Background: an optimization exercise with open tools, aiming at small area, a short achievable clock period and few clock cycles per item. Do not read the settings as production practice. At most, simulation tests tie the RTL to the original design; equivalence was not proved. Only the layout flow was run in run 2; the RTL was not checked for function there. Power is estimated from default activity; no workload was simulated.

==> design.v <==
`default_nettype none
package msort_pkg;
  localparam int KEY_W = 32;  
  localparam int PAY_W = 32;  
  typedef struct packed {
    logic [KEY_W-1:0] key;
    logic [PAY_W-1:0] payload;
  } rec_t;
  typedef enum logic {
    ST_IDLE = 1'b0,
    ST_FIRE = 1'b1
  } stage_state_e;
  function automatic logic key_less(logic [KEY_W+PAY_W-1:0] a, logic [KEY_W+PAY_W-1:0] b);
    key_less = (a[KEY_W+PAY_W-1:PAY_W] < b[KEY_W+PAY_W-1:PAY_W]);
  endfunction
endpackage
`default_nettype wire
`timescale 1ns/1ps
`default_nettype none
module record_fifo #(
  parameter int FIFO_LOG = 2
) (
  input  wire              CLK,
  input  wire              RST,
  input  wire              i_enq,
  input  wire              i_deq,
  input  logic [63:0]  i_rec,
  output logic [63:0]  o_rec,
  output logic             o_empty,
  output logic             o_full
);
  logic [63:0]              mem [2**FIFO_LOG];
  logic [FIFO_LOG:0] head;  
  logic [FIFO_LOG:0] tail;
  assign o_empty = (head == tail);
  assign o_full  = (head == {~tail[FIFO_LOG], tail[FIFO_LOG-1:0]});
  assign o_rec   = mem[head[FIFO_LOG-1:0]];
  always_ff @(posedge CLK) begin
    if (RST) begin
      head <= '0;
      tail <= '0;
    end else begin
      if (i_enq) tail <= tail + 1'b1;
      if (i_deq) head <= head + 1'b1;
    end
  end
  always_ff @(posedge CLK) begin
    if (i_enq) mem[tail[FIFO_LOG-1:0]] <= i_rec;
  end
endmodule
`default_nettype wire
`timescale 1ns/1ps
`default_nettype none
module channel_fifo #(
  parameter int CH_LOG   = 1,
  parameter int FIFO_LOG = 2
) (
  input  wire                     CLK,
  input  wire                     RST,
  input  wire                     i_enq,
  input  wire [CH_LOG-1:0]        i_enq_ch,
  input  wire                     i_deq,
  input  wire [CH_LOG-1:0]        i_deq_ch,
  input  logic [63:0]         i_rec,
  output logic [63:0]         o_rec,
  output logic [(2**CH_LOG)-1:0]  o_empty,
  output logic [(2**CH_LOG)-1:0]  o_full
);
  localparam int NCH = 2**CH_LOG;
  logic [63:0]              mem [2**(CH_LOG+FIFO_LOG)];
  logic [FIFO_LOG:0] head [NCH];  
  logic [FIFO_LOG:0] tail [NCH];
  logic [CH_LOG+FIFO_LOG-1:0] raddr;
  logic [CH_LOG+FIFO_LOG-1:0] waddr;
  for (genvar c = 0; c < NCH; c++) begin : g_flags
    assign o_empty[c] = (head[c] == tail[c]);
    assign o_full[c]  = (head[c] == {~tail[c][FIFO_LOG], tail[c][FIFO_LOG-1:0]});
  end
  assign raddr = {i_deq_ch, head[i_deq_ch][FIFO_LOG-1:0]};
  assign waddr = {i_enq_ch, tail[i_enq_ch][FIFO_LOG-1:0]};
  always_ff @(posedge CLK) begin
    if (RST) begin
      for (int c = 0; c < NCH; c++) begin
        head[c] <= '0;
        tail[c] <= '0;
      end
    end else begin
      if (i_enq) tail[i_enq_ch] <= tail[i_enq_ch] + 1'b1;
      if (i_deq) head[i_deq_ch] <= head[i_deq_ch] + 1'b1;
    end
  end
  always_ff @(posedge CLK) begin
    if (i_enq) mem[waddr] <= i_rec;
    o_rec <= mem[raddr];  
  end
endmodule
`default_nettype wire
`timescale 1ns/1ps
`default_nettype none
module request_queue #(
  parameter int IDX_W = 1
) (
  input  wire              CLK,
  input  wire              RST,
  input  wire              i_enq,
  input  wire              i_deq,
  input  wire [IDX_W-1:0]  i_idx,
  output logic [IDX_W-1:0] o_idx,
  output logic             o_empty,
  output logic             o_full
);
  logic [IDX_W-1:0] mem [2];
  logic             head;
  logic             tail;
  logic [1:0]       cnt;
  assign o_empty = (cnt == 2'd0);
  assign o_full  = (cnt == 2'd2);
  assign o_idx   = mem[head];
  always_ff @(posedge CLK) begin
    if (RST) begin
      head <= 1'b0;
      tail <= 1'b0;
      cnt  <= 2'd0;
    end else begin
      if (i_enq) tail <= ~tail;
      if (i_deq) head <= ~head;
      case ({i_enq, i_deq})
        2'b10:   cnt <= cnt + 2'd1;
        2'b01:   cnt <= cnt - 2'd1;
        default: cnt <= cnt;  
      endcase
    end
  end
  always_ff @(posedge CLK) begin
    if (i_enq) mem[tail] <= i_idx;
  end
endmodule
`default_nettype wire
`timescale 1ns/1ps
`default_nettype none
module merge_stage_body #(
  parameter int STAGE_LOG = 2,  
  parameter int FIFO_LOG  = 2
) (
  input  wire                    CLK,
  input  wire                    RST,
  input  wire                    i_q_full,
  input  wire [STAGE_LOG-2:0]    i_req_idx,
  input  wire                    i_req_valid,
  input  logic [63:0]        i_rec,
  input  wire                    i_rec_valid,
  input  wire [STAGE_LOG-1:0]    i_rec_idx,
  output logic                   o_q_full,
  output logic [STAGE_LOG-1:0]   o_req_idx,
  output logic                   o_req_valid,
  output logic [63:0]        o_rec,
  output logic                   o_valid,
  output logic [STAGE_LOG-2:0]   o_rec_idx
);
  localparam int CH_LOG = STAGE_LOG - 1;
  logic [CH_LOG-1:0]      q_idx;  
  logic                   q_empty;
  logic                   fire;
  logic                   take_even;
  logic [63:0]                   even_rec, odd_rec;
  logic [(2**CH_LOG)-1:0] even_empty, odd_empty;
  logic                   emp0, emp1;
  logic [STAGE_LOG-1:0]   req_for_empty;
  msort_pkg::stage_state_e           fire_st, req_st;
  request_queue #(.IDX_W(CH_LOG)) u_req_q (
    .CLK(CLK), .RST(RST),
    .i_enq(i_req_valid), .i_deq(fire), .i_idx(i_req_idx),
    .o_idx(q_idx), .o_empty(q_empty), .o_full(o_q_full)
  );
  channel_fifo #(.CH_LOG(CH_LOG), .FIFO_LOG(FIFO_LOG)) u_even (
    .CLK(CLK), .RST(RST),
    .i_enq(i_rec_valid & ~i_rec_idx[0]), .i_enq_ch(i_rec_idx[STAGE_LOG-1:1]),
    .i_deq(fire & take_even), .i_deq_ch(q_idx), .i_rec(i_rec),
    .o_rec(even_rec), .o_empty(even_empty), .o_full()
  );
  channel_fifo #(.CH_LOG(CH_LOG), .FIFO_LOG(FIFO_LOG)) u_odd (
    .CLK(CLK), .RST(RST),
    .i_enq(i_rec_valid & i_rec_idx[0]), .i_enq_ch(i_rec_idx[STAGE_LOG-1:1]),
    .i_deq(fire & ~take_even), .i_deq_ch(q_idx), .i_rec(i_rec),
    .o_rec(odd_rec), .o_empty(odd_empty), .o_full()
  );
  assign emp0      = even_empty[q_idx];
  assign emp1      = odd_empty[q_idx];
  assign fire      = (fire_st == msort_pkg::ST_FIRE);
  assign take_even = msort_pkg::key_less(even_rec, odd_rec);  
  always_ff @(posedge CLK) begin
    if (RST) req_for_empty <= '0;
    else if (emp0) req_for_empty <= {q_idx, 1'b0};
    else if (emp1) req_for_empty <= {q_idx, 1'b1};
  end
  always_ff @(posedge CLK) begin
    if (RST) fire_st <= msort_pkg::ST_IDLE;
    else begin
      case (fire_st)
        msort_pkg::ST_IDLE: if (!(i_q_full || q_empty || emp0 || emp1)) fire_st <= msort_pkg::ST_FIRE;
        default: fire_st <= msort_pkg::ST_IDLE;
      endcase
    end
  end
  always_ff @(posedge CLK) begin
    if (RST) req_st <= msort_pkg::ST_IDLE;
    else begin
      case (req_st)
        msort_pkg::ST_IDLE: if (!(i_q_full || q_empty)) req_st <= msort_pkg::ST_FIRE;
        default: req_st <= msort_pkg::ST_IDLE;
      endcase
    end
  end
  assign o_req_idx   = fire ? {q_idx, ~take_even} : req_for_empty;
  assign o_req_valid = (req_st == msort_pkg::ST_FIRE);
  assign o_rec       = take_even ? even_rec : odd_rec;
  assign o_valid     = fire;
  assign o_rec_idx   = q_idx;
endmodule
`default_nettype wire
`timescale 1ns/1ps
`default_nettype none
module merge_stage_root #(
  parameter int FIFO_LOG = 2
) (
  input  wire              CLK,
  input  wire              RST,
  input  logic [63:0]  i_rec,
  input  wire              i_rec_valid,
  input  wire              i_src,
  input  wire              i_q_full,
  input  wire              i_out_full,
  output logic             o_req,
  output logic             o_req_valid,
  output logic [63:0]  o_rec,
  output logic             o_valid
);
  logic [63:0] head0, head1;
  logic emp0, emp1;
  logic fire;
  logic take0;
  record_fifo #(.FIFO_LOG(FIFO_LOG)) u_side0 (
    .CLK(CLK), .RST(RST),
    .i_enq(i_rec_valid & ~i_src), .i_deq(fire & take0), .i_rec(i_rec),
    .o_rec(head0), .o_empty(emp0), .o_full()
  );
  record_fifo #(.FIFO_LOG(FIFO_LOG)) u_side1 (
    .CLK(CLK), .RST(RST),
    .i_enq(i_rec_valid & i_src), .i_deq(fire & ~take0), .i_rec(i_rec),
    .o_rec(head1), .o_empty(emp1), .o_full()
  );
  assign fire  = !(i_out_full || emp0 || emp1);
  assign take0 = msort_pkg::key_less(head0, head1);  
  assign o_rec       = take0 ? head0 : head1;
  assign o_valid     = fire;
  assign o_req       = fire ? ~take0 : ~emp0;  
  assign o_req_valid = !(i_q_full || i_out_full);
endmodule
`default_nettype wire
`timescale 1ns/1ps
`default_nettype none
module merge_tree #(
  parameter int W_LOG    = 2,
  parameter int FIFO_LOG = 2
) (
  input  wire              CLK,
  input  wire              RST,
  input  logic [63:0]  i_rec,
  input  wire              i_rec_valid,
  input  wire [W_LOG-1:0]  i_rec_idx,
  input  wire              i_req_full,
  input  wire              i_out_full,
  output logic [W_LOG-1:0] o_req_idx,
  output logic             o_req_valid,
  output logic [63:0]  o_rec,
  output logic             o_valid
);
  wire [63:0]                   lnk_rec   [W_LOG];
  wire [W_LOG-1:0]       lnk_valid;
  wire [W_LOG-1:0]       lnk_idx   [W_LOG];
  wire [W_LOG-1:0]       req_idx   [W_LOG];
  wire [W_LOG-1:0]       req_valid;
  wire [W_LOG-1:0]       q_full;    
  assign lnk_rec[W_LOG-1]   = i_rec;
  assign lnk_valid[W_LOG-1] = i_rec_valid;
  assign lnk_idx[W_LOG-1]   = i_rec_idx;
  assign q_full[W_LOG-1]    = i_req_full;
  assign o_req_idx          = req_idx[W_LOG-1];
  assign o_req_valid        = req_valid[W_LOG-1];
  for (genvar k = 0; k < W_LOG; k++) begin : g_stage
    if (k == 0) begin : g_root
      wire root_req;
      merge_stage_root #(.FIFO_LOG(FIFO_LOG)) u_root (
        .CLK(CLK), .RST(RST),
        .i_rec(lnk_rec[0]), .i_rec_valid(lnk_valid[0]), .i_src(lnk_idx[0][0]),
        .i_q_full(q_full[0]), .i_out_full(i_out_full),
        .o_req(root_req), .o_req_valid(req_valid[0]), .o_rec(o_rec), .o_valid(o_valid)
      );
      assign req_idx[0] = W_LOG'(root_req);
    end else begin : g_body
      wire [k:0]   req_k;
      wire [k-1:0] rec_idx_k;
      merge_stage_body #(.STAGE_LOG(k+1), .FIFO_LOG(FIFO_LOG)) u_body (
        .CLK(CLK), .RST(RST),
        .i_q_full(q_full[k]),
        .i_req_idx(req_idx[k-1][k-1:0]), .i_req_valid(req_valid[k-1]),
        .i_rec(lnk_rec[k]), .i_rec_valid(lnk_valid[k]), .i_rec_idx(lnk_idx[k][k:0]),
        .o_q_full(q_full[k-1]), .o_req_idx(req_k), .o_req_valid(req_valid[k]),
        .o_rec(lnk_rec[k-1]), .o_valid(lnk_valid[k-1]), .o_rec_idx(rec_idx_k)
      );
      assign req_idx[k]   = W_LOG'(req_k);
      assign lnk_idx[k-1] = W_LOG'(rec_idx_k);
    end
  end
endmodule
`default_nettype wire
`timescale 1ns/1ps
`default_nettype none
module msort_top (
  input  wire        clk,
  input  wire        rst,
  input  wire [63:0] i_rec,
  input  wire        i_rec_valid,
  input  wire [2:0]  i_rec_idx,
  input  wire        i_req_full,
  input  wire        i_out_full,
  output wire [2:0]  o_req_idx,
  output wire        o_req_valid,
  output wire [63:0] o_rec,
  output wire        o_valid
);
  merge_tree #(.W_LOG(3), .FIFO_LOG(2)) u_tree (
    .CLK(clk), .RST(rst),
    .i_rec(i_rec), .i_rec_valid(i_rec_valid), .i_rec_idx(i_rec_idx),
    .i_req_full(i_req_full), .i_out_full(i_out_full),
    .o_req_idx(o_req_idx), .o_req_valid(o_req_valid),
    .o_rec(o_rec), .o_valid(o_valid)
  );
endmodule
`default_nettype wire
==> run.sh <==
#!/bin/bash
# synth_recipe.tcl (not shown) runs the flow's synth.tcl, then flattens the netlist and writes it again
# the make line also repeats each setting of config.mk as NAME=value (left out here)
make -C /OpenROAD-flow-scripts/flow DESIGN_CONFIG=/design/flow/config.mk WORK_HOME=/design/flow/orfs CLKGATE_MAP_FILE= SYNTH_SCRIPT=/design/flow/synth_recipe.tcl finish
==> config.mk <==
export PLATFORM = sky130hd
export DESIGN_NAME = msort_top
export DESIGN_NICKNAME = msort_top
export VERILOG_FILES = /design/flow/design.v
export SDC_FILE = /design/flow/constraint.sdc
export NUM_CORES = 4
export LEC_CHECK = 0
export CAP_MARGIN = 20
export CORE_MARGIN = 2
export CORE_UTILIZATION = 40
export SLEW_MARGIN = 20
==> constraint.sdc <==
create_clock -name core_clock -period 10.0 [get_ports {clk}]
set_input_delay 2.0000 -clock core_clock [delete_from_list [all_inputs] [get_ports {clk}]]
set_output_delay 2.0000 -clock core_clock [all_outputs]
set_load 0.01 [all_outputs]
==> notes.md, run 1 <==
yosys warns=9; number of global-route vias before repair=85910; H-tree depth=5; Core Region=381700 um2; Post-DRT Antenna Nets=0; DR vias/cell=5.590; worst slack, placed=3.035 ns; Final Hold Fails=0; synthesized area=153200 um2; CTS tree=yes; Max VDD drop=0.2290 mV; CTS Buffer Depth=4; Starting Density=40.13%; Die Span X=622.8 um; crit path kind=flip-flop to primary output; Fillers=32910; minimum clock period=7.761 ns; async set-reset flop share out of synthesis=0%; Worst-Margin Slew=1.147 ns; crit path DAT=5.76 ns; HPWL Detailed=228600 um; cts hold-fix bufs=0; clk slew on worst S/H paths=0.06 ns; Setup-failing EPs final=0; DRT Pass-1 Iters=5; r2r setup slk=4.69 ns; post-route setup slack=2.239 ns; DRC viols=0; Layout Cells excl Fill=15760; initial antenna violation count=27; worst hold path class=flip-flop to flip-flop; Post-Synthesis Cells=10230; nets=10580; Req. time, crit path=8.00 ns; GP Congestion=0.8166; TNS Setup=0 ns; row count=227; unrepaired setup endpoints after global routing=no; status=complete, no violations; CTS Root Cell=clkbuf_16; total grt overflow=0; post_cts resized=0; final worst clock skew=0.05239 ns; Slew Limit Fails=0; IO Count=141; Final Cycle Share=77.61%; postcts setup bufs=0; global-route wire length before repair=594600 um; synth-to-layout area growth=13.07%; clock tree sinks=3953; max-cap violations=0; Post-synth EDFFs=3662; number of port buffers=140; power density over cell area=280.7 nW/um2; Num CTS Buffers=392; combined area of the multi-input logic cells=34960 um2; Seq. cell area=115800 um2; WL/cell=26.16 um; Syn Area/Cell=14.97 um2; Unique masters post-synth=60; clk latency of the worst-skew pair=0.91 ns; #FFs+latches synth=3953; Peak Freq=0.1288 GHz; Max FO, Critical Path=58; crit path to=o_rec[18]; largest net degree at the start of global routing=146; CP startpoint kind=flip-flop; Max-slew headroom=22.75%; Die H=622.8 um; full die area=387900 um2; WL final=412200 um; Net Count, Synth=10420; share of cells above drive strength 1=12.96%; post-synthesis sequential area ratio=75.59%; Main synth FF type=edfxtp_1; reg-to-reg endpoint=u_tree.g_stage[2].g_body.u_body.u_even.o_rec[63]; CP Capture Type=primary output; Leak=58.80 nW; via count=88090; Inst Count DP=15030; initial DRC count=10330; path depth of the worst reg2reg path=10; gr usage total=20.67%
logic make-up after synthesis:
| family | count (synthesis) | share of synthesized area (%) |
|---|---|---|
| and+or+nand+nor | 3722 | 10.32 |
| muxes | 830 | 7.300 |
| adders and majority gates | 119 | 0.9720 |
| DFF | 3953 | 75.59 |
| xor gates and xnor gates | 65 | 0.3716 |
| buffers and inverters | 720 | 1.962 |
| AOI/OAI and AO/OA | 823 | 3.480 |
final cells by class:
type	instances	share of cell area (%)
inverter	126	0.2933
antenna	11	0.01589
multi-input combinational	5559	20.18
clock inverter	194	1.178
tap	5038	3.639
timing repair buffer	356	1.711
clock buffer	522	6.117
sequential	3953	66.86
cell usage in the layout (no fill, tap or decap), types with 73 or more instances in the layout:
master and instances:
edfxtp_1 3662, nand2_1 2291, nand3_1 918, clkbuf_16 398, a21oi_1 367, mux2i_1 326, mux2_2 296, dfxtp_1 287
buf_4 210, nor2_1 209, mux4_2 198, a311oi_1 130, o221ai_1 127, inv_1 120, ha_1 119, o21ai_0 113
clkdlybuf4s50_1 113, clkbuf_1 107, and3_1 73
flip-flops by register name, summed over array words and instances, names as in the netlist, 3 cells and up, named ones only:
signal / flops
u_tree.g_stage.g_body.u_body.u_req_q.mem: 6
u_tree.g_stage.g_body.u_body.u_even.tail: 18
u_tree.g_stage.g_root.u_root.u_side1.mem: 256
u_tree.g_stage.g_body.u_body.u_odd.head: 18
u_tree.g_stage.g_body.u_body.u_odd.tail: 18
u_tree.g_stage.g_body.u_body.u_even.mem: 1536
u_tree.g_stage.g_root.u_root.u_side0.head: 3
u_tree.g_stage.g_root.u_root.u_side0.tail: 3
u_tree.g_stage.g_body.u_body.req_for_empty: 5
u_tree.g_stage.g_body.u_body.u_odd.mem: 1536
u_tree.g_stage.g_root.u_root.u_side0.mem: 256
u_tree.g_stage.g_root.u_root.u_side1.tail: 3
u_tree.g_stage.g_body.u_body.u_odd.o_rec: 128
u_tree.g_stage.g_body.u_body.u_even.o_rec: 128
u_tree.g_stage.g_root.u_root.u_side1.head: 3
u_tree.g_stage.g_body.u_body.u_even.head: 18
u_tree.g_stage.g_body.u_body.u_req_q.cnt: 4
metrics by stage:
stage,util [%],total power [mW],hold WS [ns],area (um2)
after floorplan,-,28.92,0.4322,153200
after global placement,42.07,33.85,0.4113,160600
after CTS,45.38,48.70,0.4118,173200
final,45.37,48.62,0.4120,173200
after global routing,45.37,50.34,0.4419,173200
after detailed placement,42.07,34.16,0.4019,160600
per-layer routing:
layer / up-vias / routed length [um] / GRT usage [%]
li1: 38500 / - / -
met1: 45270 / 177500 / 29.58
met2: 3666 / 191100 / 33.01
met3: 637 / 32480 / 2.923
met4: 18 / 11000 / 5.824
met5: - / 97 / 0
worst min path at each step:
| stage | startpoint | to | slack [ns] | depth (start not counted) |
|---|---|---|---|---|
| after floorplan | flip-flop | flip-flop | 0.43 | 2 |
| after global placement | u_tree.g_stage[2].g_body.u_body.req_st | u_tree.g_stage[2].g_body.u_body.req_st | 0.41 | 1 |
| after detailed placement | u_tree.g_stage[2].g_body.u_body.req_st | u_tree.g_stage[2].g_body.u_body.req_st | 0.40 | 1 |
| after CTS | u_tree.g_stage[2].g_body.u_body.req_st | u_tree.g_stage[2].g_body.u_body.req_st | 0.41 | 1 |
| after global routing | u_tree.g_stage[2].g_body.u_body.req_st | u_tree.g_stage[2].g_body.u_body.req_st | 0.44 | 1 |
| final | u_tree.g_stage[2].g_body.u_body.req_st | u_tree.g_stage[2].g_body.u_body.req_st | 0.41 | 1 |
synthesized netlist by cell type, drive strengths merged (119+ instances only):
cell type / count / share of area, %
a21oi: 368 / 1.2
a311oi: 130 / 0.74
buf: 158 / 0.58
clkbuf: 436 / 1.1
dfxtp: 291 / 3.8
edfxtp: 3662 / 72
ha: 119 / 0.97
inv: 122 / 0.30
mux2: 301 / 2.2
mux2i: 330 / 2.2
mux4: 199 / 2.9
nand2: 2296 / 5.6
nand3: 918 / 3.0
nor2: 236 / 0.58
o221ai: 127 / 0.73
report_power, final:
part           total, mW  switching, mW  internal, mW
Combinational       12.4           8.98          3.46
Sequential          21.5          0.444          21.1
Clock               14.6           6.14          8.50
worst max-delay path, cell delays in order, from the launching register on:
cell             delay (ns)
dfxtp_4                0.94
buf_4                  0.56
mux4_2                 0.56
inv_1                  0.10
ha_1                   0.25
nand3_1                0.08
a21oi_1                0.08
a211o_1                0.32
o21ai_1                0.14
nor3b_2                0.22
buf_4                  0.55
mux2_2                 0.42
clkdlybuf4s50_1        0.48
Testbench counts, summed over its fixed seeds: cycles 27,588, records 12,966.
==> run 2, diff against run 1 <==
==> design.v (replaced) <==
`default_nettype none
package msort_pkg;
  localparam int KEY_W = 32;  
  localparam int PAY_W = 32;  
endpackage
`default_nettype wire
`timescale 1ns/1ps
`default_nettype none
module merge_tree #(
  parameter int W_LOG    = 3,
  parameter int FIFO_LOG = 2
) (
  input  wire              CLK,
  input  wire              RST,
  input  logic [63:0]      i_rec,
  input  wire              i_rec_valid,
  input  wire [W_LOG-1:0]  i_rec_idx,
  input  wire              i_req_full,
  input  wire              i_out_full,
  output logic [W_LOG-1:0] o_req_idx,
  output logic             o_req_valid,
  output logic [63:0]      o_rec,
  output logic             o_valid
);
  localparam int NL    = 2**W_LOG;
  localparam int DEPTH = 2**FIFO_LOG;
  logic [63:0]       mem  [NL][DEPTH];
  logic [FIFO_LOG-1:0] hp [NL];         
  logic [FIFO_LOG-1:0] tp [NL];         
  logic [FIFO_LOG:0]   cnt [NL];        
  logic [FIFO_LOG:0]   owed [NL];       
  logic                req_ok;          
  logic [63:0]       head [NL];
  logic [NL-1:0]     nonempty;
  logic [NL-1:0]     win;               
  logic [NL-1:0]     pop;
  logic              fire;
  logic [NL-1:0]     owe;               
  logic [NL-1:0]     req;               
  for (genvar l = 0; l < NL; l++) begin : g_head
    assign head[l]     = mem[l][hp[l]];
    assign nonempty[l] = (cnt[l] != '0);
    assign owe[l]      = (owed[l] != '0);
  end
  always_comb begin
    for (int i = 0; i < NL; i++) begin
      win[i] = 1'b1;
      for (int j = 0; j < NL; j++) begin
        if (j < i && (head[j][63:32] <  head[i][63:32])) win[i] = 1'b0;
        if (j > i && (head[j][63:32] <= head[i][63:32])) win[i] = 1'b0;
      end
    end
  end
  assign fire = &nonempty;
  assign pop  = fire ? win : '0;
  always_comb begin
    req = '0;
    o_req_idx = '0;
    for (int l = NL - 1; l >= 0; l--) begin
      if (owe[l]) begin
        req = '0;
        req[l] = 1'b1;
        o_req_idx = W_LOG'(l);
      end
    end
    if (!req_ok) req = '0;
  end
  assign o_req_valid = req_ok & (|owe);
  always_ff @(posedge CLK) begin
    if (RST) begin
      req_ok <= 1'b0;
      o_valid <= 1'b0;
      for (int l = 0; l < NL; l++) begin
        hp[l]   <= '0;
        tp[l]   <= '0;
        cnt[l]  <= '0;
        owed[l] <= '0;
      end
    end else begin
      req_ok  <= ~i_req_full;
      o_valid <= fire;
      for (int l = 0; l < NL; l++) begin
        logic enq;
        enq = i_rec_valid && (i_rec_idx == W_LOG'(l));
        if (enq)    tp[l] <= tp[l] + 1'b1;
        if (pop[l]) hp[l] <= hp[l] + 1'b1;
        cnt[l]  <= cnt[l] + (FIFO_LOG+1)'(enq) - (FIFO_LOG+1)'(pop[l]);
        owed[l] <= owed[l] + (FIFO_LOG+1)'(pop[l]) - (FIFO_LOG+1)'(req[l]);
      end
    end
  end
  always_ff @(posedge CLK) begin
    for (int l = 0; l < NL; l++) begin
      if (i_rec_valid && (i_rec_idx == W_LOG'(l))) mem[l][tp[l]] <= i_rec;
    end
  end
  always_ff @(posedge CLK) begin
    logic [63:0] sel;
    sel = '0;
    for (int l = 0; l < NL; l++) sel = sel | (win[l] ? head[l] : 64'd0);
    o_rec <= sel;
  end
endmodule
`default_nettype wire
`timescale 1ns/1ps
`default_nettype none
module msort_top (
  input  wire        clk,
  input  wire        rst,
  input  wire [63:0] i_rec,
  input  wire        i_rec_valid,
  input  wire [2:0]  i_rec_idx,
  input  wire        i_req_full,
  input  wire        i_out_full,
  output wire [2:0]  o_req_idx,
  output wire        o_req_valid,
  output wire [63:0] o_rec,
  output wire        o_valid
);
  merge_tree #(.W_LOG(3), .FIFO_LOG(2)) u_tree (
    .CLK(clk), .RST(rst),
    .i_rec(i_rec), .i_rec_valid(i_rec_valid), .i_rec_idx(i_rec_idx),
    .i_req_full(i_req_full), .i_out_full(i_out_full),
    .o_req_idx(o_req_idx), .o_req_valid(o_req_valid),
    .o_rec(o_rec), .o_valid(o_valid)
  );
endmodule
`default_nettype wire
==> notes.md, run 2 <==
initial DRC count=8633; gr usage total=28.45%; Unique masters post-synth=94; path depth of the worst reg2reg path=13; worst slack, placed=2.092 ns; synthesized area=103000 um2; number of port buffers=139; WL final=378700 um; share of cells above drive strength 1=16.33%; CP Capture Type=flip-flop; nets=7700; DR vias/cell=6.303; Max VDD drop=0.1792 mV; post-route setup slack=1.647 ns; post-synthesis sequential area ratio=62.61%; row count=186; TNS Setup=0 ns; max-cap violations=0; yosys warns=6; minimum clock period=8.353 ns; async set-reset flop share out of synthesis=0%; status=complete, no violations; via count=64770; DRT Pass-1 Iters=6; Starting Density=40.14%; IO Count=141; Req. time, crit path=10.73 ns; Net Count, Synth=7373; Layout Cells excl Fill=10280; top-count cell post-synth=edfxtp_1; Core Region=256500 um2; Max-slew headroom=13.21%; ranking of synthesized cells by area=edfxtp_1 (60%), ha_1 (11%), mux4_2 (11%); clk latency of the worst-skew pair=0.95 ns; power density over cell area=167.5 nW/um2; most frequent cells after synthesis=edfxtp_1 (2048), ha_1 (928), mux4_2 (489), a21oi_1 (342), inv_1 (341); HPWL Detailed=250800 um; GP Congestion=1.045; clk slew on worst S/H paths=0.06 ns; top cell type's share of synthesized area=59.74%; Hold Path Depth=2; most common cell after layout, fill and taps aside=edfxtp_1; CTS Root Cell=clkbuf_16; Slew Limit Fails=0; #FFs+latches synth=2196; crit path DAT=9.08 ns; Inst Count DP=9844; Die H=511.3 um; max FFs per register=2048; worst hold path class=flip-flop to flip-flop; Leak=40.61 nW; global-route wire length before repair=513300 um; Yosys top cell by area=edfxtp_1; largest net degree at the start of global routing=80; Peak Freq=0.1197 GHz; clock tree sinks=2196; Max FO, Critical Path=33; CTS tree=yes; Final Cycle Share=83.53%; Die Span X=511.3 um; CTS Buffer Depth=3; Main synth FF type=edfxtp_1; unrepaired setup endpoints after global routing=no; Worst-Margin Slew=1.269 ns; final worst clock skew=0.1199 ns; postcts setup bufs=0; Final Hold Fails=0; Post-Synthesis Cells=6357; Setup-failing EPs final=0; total grt overflow=0; Syn Area/Cell=16.20 um2; initial antenna violation count=39; WL/cell=36.85 um; Post-synth EDFFs=2048; crit path kind=flip-flop to flip-flop; synth-to-layout area growth=13.71%; Num CTS Buffers=221; post_cts resized=0; number of global-route vias before repair=62440; Post-DRT Antenna Nets=0; CP startpoint kind=flip-flop; commonest non-fill, non-tap cells in the layout=edfxtp_1 (2048), ha_1 (928), mux4_2 (489); cts hold-fix bufs=0; DRC viols=0; full die area=261500 um2; H-tree depth=4
[run 2: logic make-up after synthesis]
logic type | after synthesis | synth area share [%]
xor+xnor | 52 | 0.4424
compound gates | 953 | 6.105
buf+inv | 541 | 2.064
mux | 537 | 11.19
simple gates | 1134 | 5.993
flops | 2196 | 62.61
fa+ha+maj | 944 | 11.59
[run 2: final timing paths]
| check | from | to | slack [ns] |
|---|---|---|---|
| max | u_tree.hp[7][0] | u_tree.o_rec[63] | 1.65 |
| min | u_tree.tp[6][1] | u_tree.tp[6][1] | 0.51 |
| max reg2reg | u_tree.hp[7][0] | u_tree.o_rec[63] | 1.65 |
| min reg2reg | u_tree.tp[6][1] | u_tree.tp[6][1] | 0.51 |
[run 2: worst max-delay path: stages, from the launching register on]
cell and delay, ns:
dfxtp_4 0.86, mux2_2 0.40, o21ai_0 0.70, inv_1 0.35
ha_1 0.42, nand4_1 0.15, nor4_1 0.98, nor4bb_1 0.44
a21oi_1 0.17, or4_1 0.95, nor3_4 1.00, buf_4 0.86
a22oi_1 0.22, nand4_1 0.48
[run 2: final cells by class]
class / instances / area (um2)
Inverter: 343 / 1287
Clock buffer: 292 / 5917
Timing Repair Buffer: 302 / 2719
Multi-Input combinational cell: 3620 / 36670
Sequential cell: 2196 / 64520
Antenna cell: 11 / 27.53
Fill cell: 22080 / 139400
Clock inverter: 128 / 1694
Tap cell: 3384 / 4234
[run 2: per-layer routing]
| metal | GRT usage [%] | up-vias | wire length [um] |
|---|---|---|---|
| met4 | 9.968 | 32 | 14690 |
| met5 | 0 | - | 206 |
| li1 | - | 26570 | - |
| met1 | 39.62 | 34180 | 158500 |
| met2 | 44.31 | 3336 | 172400 |
| met3 | 5.821 | 648 | 32860 |
[run 2: report_power, final]
part / switching, mW / internal [mW]
Clock: 3.69 / 4.89
Combinational: 0.595 / 0.268
Sequential: 0.0313 / 10.1
[run 2: stage by stage]
stage	cell area [um2]	hold WS, ns	utilization, %	power, mW
6_report	117100	0.5103	45.65	19.60
5_1_grt	117000	0.5335	45.64	20.16
4_1_cts	117200	0.5118	45.68	19.73
3_5_place_dp	109600	0.5003	42.72	11.22
3_3_place_gp	109600	0.4942	42.72	11.18
2_1_floorplan	103000	0.4780	-	10.77

[static timing again, ports no longer ideal]
How much do the figures lean on ideal ports? The routed layouts below were timed once more, with nothing changed but the port constraints. Step 1 (the two cells are an assumption about what drives the block):
set clk [get_ports {clk}]
set_driving_cell -lib_cell sky130_fd_sc_hd__clkbuf_16 $clk
set_driving_cell -lib_cell sky130_fd_sc_hd__buf_2 [delete_from_list [all_inputs] $clk]
Step 2 also shifts input and output timing later by t, the mid clock arrival at the registers, as if the neighbouring blocks saw the same clock. Three values: ideal, step 1, step 2; two values: the first two.
run | t, ns | setup slack, ns | hold WS [ns] | worst data-port slew with drivers (ns)
run 1 | 0.988 | 2.239 / 2.135 / 3.124 | 0.412 / 0.412 / 0.412 | 0.23
run 2 | 0.982 | 1.647 / 1.647 / 1.647 | 0.510 / 0.510 / 0.510 | 0.28
After both steps setup and hold are still met in every run listed.
